What follows belongs to an exercise in optimizing a design on an open flow for small area, a short achievable clock period and few clock cycles per item; a production flow would make more cautious choices.
At most, simulation tests tie the RTL to the original design; equivalence was not proved.

== the reference run ==
==> flow/design.v (excerpt) <==
module battery_compensated_angle_from_adc (
    input  wire logic                  clk,
    input  wire logic                  rst_n,
    input  wire logic                  in_valid,
    output logic                       in_ready,
    input  wire logic [7:0]            in_code_byte0,
    input  wire logic [7:0]            in_code_byte1,
    input  wire logic [7:0]            in_code_byte2,
    input  wire logic [bcaa_pkg::BATT_W-1:0]     in_battery_count,
    input  wire logic                  in_zero_request,
    input  wire logic                  cfg_valid,
    output logic                       cfg_ready,
    input  wire logic [bcaa_pkg::CFG_IDX_W-1:0]  cfg_index,
    input  wire logic [bcaa_pkg::CFG_DATA_W-1:0] cfg_data,
    output logic                       out_valid,
    input  wire logic                  out_ready,
    output logic      [bcaa_pkg::ANGLE_W-1:0]    out_angle_q8,
    output logic                       out_denominator_fault,
    output logic                       out_offset_taken
);
Size: about 3300 cells after synthesis, roughly 0.031 mm² of cells after synthesis.
clock: 7.5 ns
lec_check: 0
cap_margin: 20
core_margin: 2
core_utilization: 40
setup_slack_margin: 3.5
slew_margin: 20
run.sh (not shown) runs the stock make flow with config.mk's settings and CLKGATE_MAP_FILE= SYNTH_SCRIPT=/design/flow/synth_recipe.tcl, a recipe that flattens the netlist after the stock synthesis.
The reference run ended with every stage complete and zero timing, DRC or antenna violations.
Testbench counts of the reference run, summed over its fixed seeds: cycles 7,320, items 1,600.
> inputs changed (the reference run -> the trial run)
Settings: a change of CORE_UTILIZATION from 40 to 55.
==> comparison <==
Remaining max-slew budget at the tightest pin: the trial run vs the reference run up 1.4 points. Summary of the trial run over the reference run: post-route minimum period rose 84 ps; register share of the cell area went up by 0.61 points; synthesis-to-layout area growth lower. Per the final summary, the trial run finished and its layout is clean on timing, DRC and antenna. The reference run reached the final stage; the timing, DRC and antenna checks on its layout passed. Going from the reference run to the trial run, number of global-route vias before repair grew by 5.2%, post-route cell area shrank by 720 µm², least setup slack across all paths after layout shrank by 84 ps, total wire length held steady. The trial run vs the reference run: via count up in the trial run.

* * *

Another version of the RTL of battery_compensated_angle_from_adc (not shown whole).
Size: ~2300 cells after synthesis, about 270 flip-flops, roughly 72 I/O pins.
==> flow/design.v (excerpt) <==
module battery_compensated_angle_from_adc (
    input  wire logic                  clk,
    input  wire logic                  rst_n,
    input  wire logic                  in_valid,
    output logic                       in_ready,
    input  wire logic [7:0]            in_code_byte0,
    input  wire logic [7:0]            in_code_byte1,
    input  wire logic [7:0]            in_code_byte2,
    input  wire logic [bcaa_pkg::BATT_W-1:0]     in_battery_count,
    input  wire logic                  in_zero_request,
    input  wire logic                  cfg_valid,
    output logic                       cfg_ready,
    input  wire logic [bcaa_pkg::CFG_IDX_W-1:0]  cfg_index,
    input  wire logic [bcaa_pkg::CFG_DATA_W-1:0] cfg_data,
    output logic                       out_valid,
    input  wire logic                  out_ready,
    output logic      [bcaa_pkg::ANGLE_W-1:0]    out_angle_q8,
    output logic                       out_denominator_fault,
    output logic                       out_offset_taken
);
    localparam int NSTEP = 9;                 
    logic [1:0] mode_reg;
    logic       mode3_reg;    
    logic [9:0] knee_reg;
    assign cfg_ready = 1'b1;
    always_ff @(posedge clk or negedge rst_n)
        if (!rst_n) begin
            mode_reg  <= 2'd2;
            mode3_reg <= 1'b0;
            knee_reg  <= 10'd796;
        end else if (cfg_valid) begin
            if (cfg_index == 1'b0) begin
                mode_reg  <= cfg_data[1:0];
                mode3_reg <= (cfg_data[1:0] == 2'd3);
            end else begin
                knee_reg  <= cfg_data;
            end
        end
    logic        fs_acc, fs_abs, fs_shift, fs_u, fs_x15, fs_x225;
    logic        n_acc, n_abs, n_shift, n_u, n_x15, n_x225;
    logic        c_zero;      
    logic        c_inv;       
    logic        c_code;      
    logic        c_sh4;       
    logic        k_m1, k_2, k_5120, k_m5120, k_5121;    
    logic [1:0]  fpos;
    logic [29:0] facc;        
    logic [23:0] fden;        
    logic        fge;         
    logic        flo;         
    logic        fzreq;
    logic        fneg;        
    logic        fmge;        
  ...
Settings: LEC_CHECK=0, CAP_MARGIN=20, CORE_MARGIN=2, CORE_UTILIZATION=40, SETUP_SLACK_MARGIN=2.5, SLEW_MARGIN=20; clock period 7.5 ns.
The baseline went through all stages and came out clean.
Next try:
- SETUP_SLACK_MARGIN: 2.5 -> 3.0
Result:
- die area does not change
- wire length came out higher slightly
- via count came out higher slightly
- setup slack improved by 0.36 ns
- cell count came out higher slightly
- clock-buffer cell count came out lower by 1
- sequential share of layout area came out lower by 0.46 points
- clock skew came out lower by 0.0037 ns
- synthesized cell count does not change
No functional check of the RTL was part of any run of this note.

* * *

== main ==
Another version of the RTL of battery_compensated_angle_from_adc (not shown whole).
Size in the first run: about 3300 cells after synthesis, about 380 flip-flops, about 72 I/O pins, about 33000 µm² of cells after synthesis.
export LEC_CHECK = 0
export CAP_MARGIN = 20
export CORE_MARGIN = 2
export CORE_UTILIZATION = 40
export SETUP_SLACK_MARGIN = 3.5
export SLEW_MARGIN = 20
create_clock -name core_clock -period 7.5 [get_ports {clk}]
main finished all stages; the layout is clean.
Testbench counts of main, summed over its fixed seeds: cycles 7,320, items 1,600.
Changes in the feature branch relative to main:
Settings: a change of SETUP_SLACK_MARGIN from 3.5 to 4.0; a change of CORE_UTILIZATION from 40 to 60.
==> notes.md <==
Comparing main against the feature branch, there is no change at all in average instance area after synthesis.
Placeable core region ends up higher on main.
In the reports for the feature branch and main, the smaller measured slew at the worst slew-check pin belongs to main.
The run with more setup slack is main; the feature branch has less.
The feature branch -> main: clock skew flat
Re aggregate global-route resource usage: the feature branch and main aren't equal, and the higher value belongs to the feature branch.

* * *

Another version of the RTL of battery_compensated_angle_from_adc (not shown whole).
Size: ~2100 cells after synthesis, ~240 flip-flops, about 72 I/O pins, ~19000 sq um of cells after synthesis.
Settings: LEC_CHECK=0, CAP_MARGIN=20, CORE_MARGIN=2, CORE_UTILIZATION=60, SETUP_SLACK_MARGIN=4.0, SLEW_MARGIN=20; clock period 7.5 ns.
Rerun with:
Settings changed: CORE_UTILIZATION 60 to 40, SETUP_SLACK_MARGIN 4.0 to 3.75.
=> Global-route usage came out lower by 11 points; cell count climbs by 5.0%; clock skew goes down by 0.025 ns; wire length fell by 1.2%; register-to-register slack loses 0.13 ns; core utilization went down by 26 points; via count went down by 4.2%.
Rerun with:
Settings changed: CORE_UTILIZATION 40 to 60, SETUP_SLACK_MARGIN 3.75 to 3.5.
The changed run finished clean.
Sequential cell count stays the same.
Setup slack is worse by 0.20 ns.
Design area falls by 3.4%.
Non-clock buffer count falls by 28.
Area after synthesis does not change.
Global-route usage rises by 10 points.
Synthesized cell count does not change.
Maximum frequency falls by 5.2%.
Hold slack stays flat.
Rerun with:
Settings changed: SETUP_SLACK_MARGIN 3.5 to 3.75.
The new run went through all stages and came out clean.
Routed wire length rose by 2.7%.
Non-clock buffer count climbs by 31.
First-iteration DRC count stays flat.
Final area went up by about 2.4%.
Critical path depth stays the same.
Synthesized cell count does not change.
Flip-flop and latch count is unchanged.
Register-to-register slack gets better by 0.12 ns.
Setup slack gains 0.12 ns.
Core utilization rose by 1.6 points.
Rerun with:
Settings changed: CORE_UTILIZATION 60 to 40, SETUP_SLACK_MARGIN 3.75 to 3.5.
Clock skew is about the same. Worst hold slack got worse by 0.0069 ns. Flip-flop and latch count is unchanged. Final area drops by about 0.9%. Cell count is higher by 5.8%. Clock-buffer cell count rose by 9. Fmax fell by 3.2%.
No run of this note included a check of the RTL's function; only the layout flow was run.

## static timing again, ports no longer ideal
The results above use ideal ports. As a check the final layouts listed here were re-extracted and re-timed, cells and wires unchanged. Step 1, drivers: a clkbuf_16 drives clk and a buf_2 each remaining input, both assumed. Step 2 adds t to the input delays and takes it off the output delays; t is the mean of the earliest and latest rising clock arrival at the registers after step 1. Input paths then give back, and output paths get back, about the clock's delay inside the block. Slacks: ideal ports / drivers / drivers and shift; pairs: ideal ports / drivers.
run	t (ns)	setup slack, ns	worst setup path at the end	slew at the worst register clock pin (ns)
the reference run	0.653	3.491 / 3.491 / 3.301	input to register	0.06 / 0.06
the trial run	0.657	3.407 / 3.407 / 3.264	input to register	0.06 / 0.06
the first run of note 2	0.594	2.708 / 2.686 / 2.392	input to register	0.07 / 0.07
the second run of note 2	0.611	3.072 / 3.064 / 2.486	input to register	0.06 / 0.06
main	0.641	3.545 / 3.481 / 3.183	input to register	0.06 / 0.06
the feature branch	0.635	3.479 / 3.417 / 3.501	input to register	0.07 / 0.07
the first run of note 4	0.618	3.999 / 3.999 / 3.695	input to register	0.07 / 0.07
the second run of note 4	0.631	3.866 / 3.866 / 3.366	input to register	0.06 / 0.06
the third run of note 4	0.605	3.665 / 3.665 / 3.376	input to register	0.07 / 0.07
the fourth run of note 4	0.613	3.788 / 3.788 / 3.528	input to register	0.06 / 0.06
the fifth run of note 4	0.623	3.664 / 3.664 / 3.309	input to register	0.07 / 0.07
After both steps setup and hold are still met in every run listed. For the second run of note 2, which loses most, drivers alone change the setup slack by -0.008 ns; drivers and shift together by -0.586 ns.
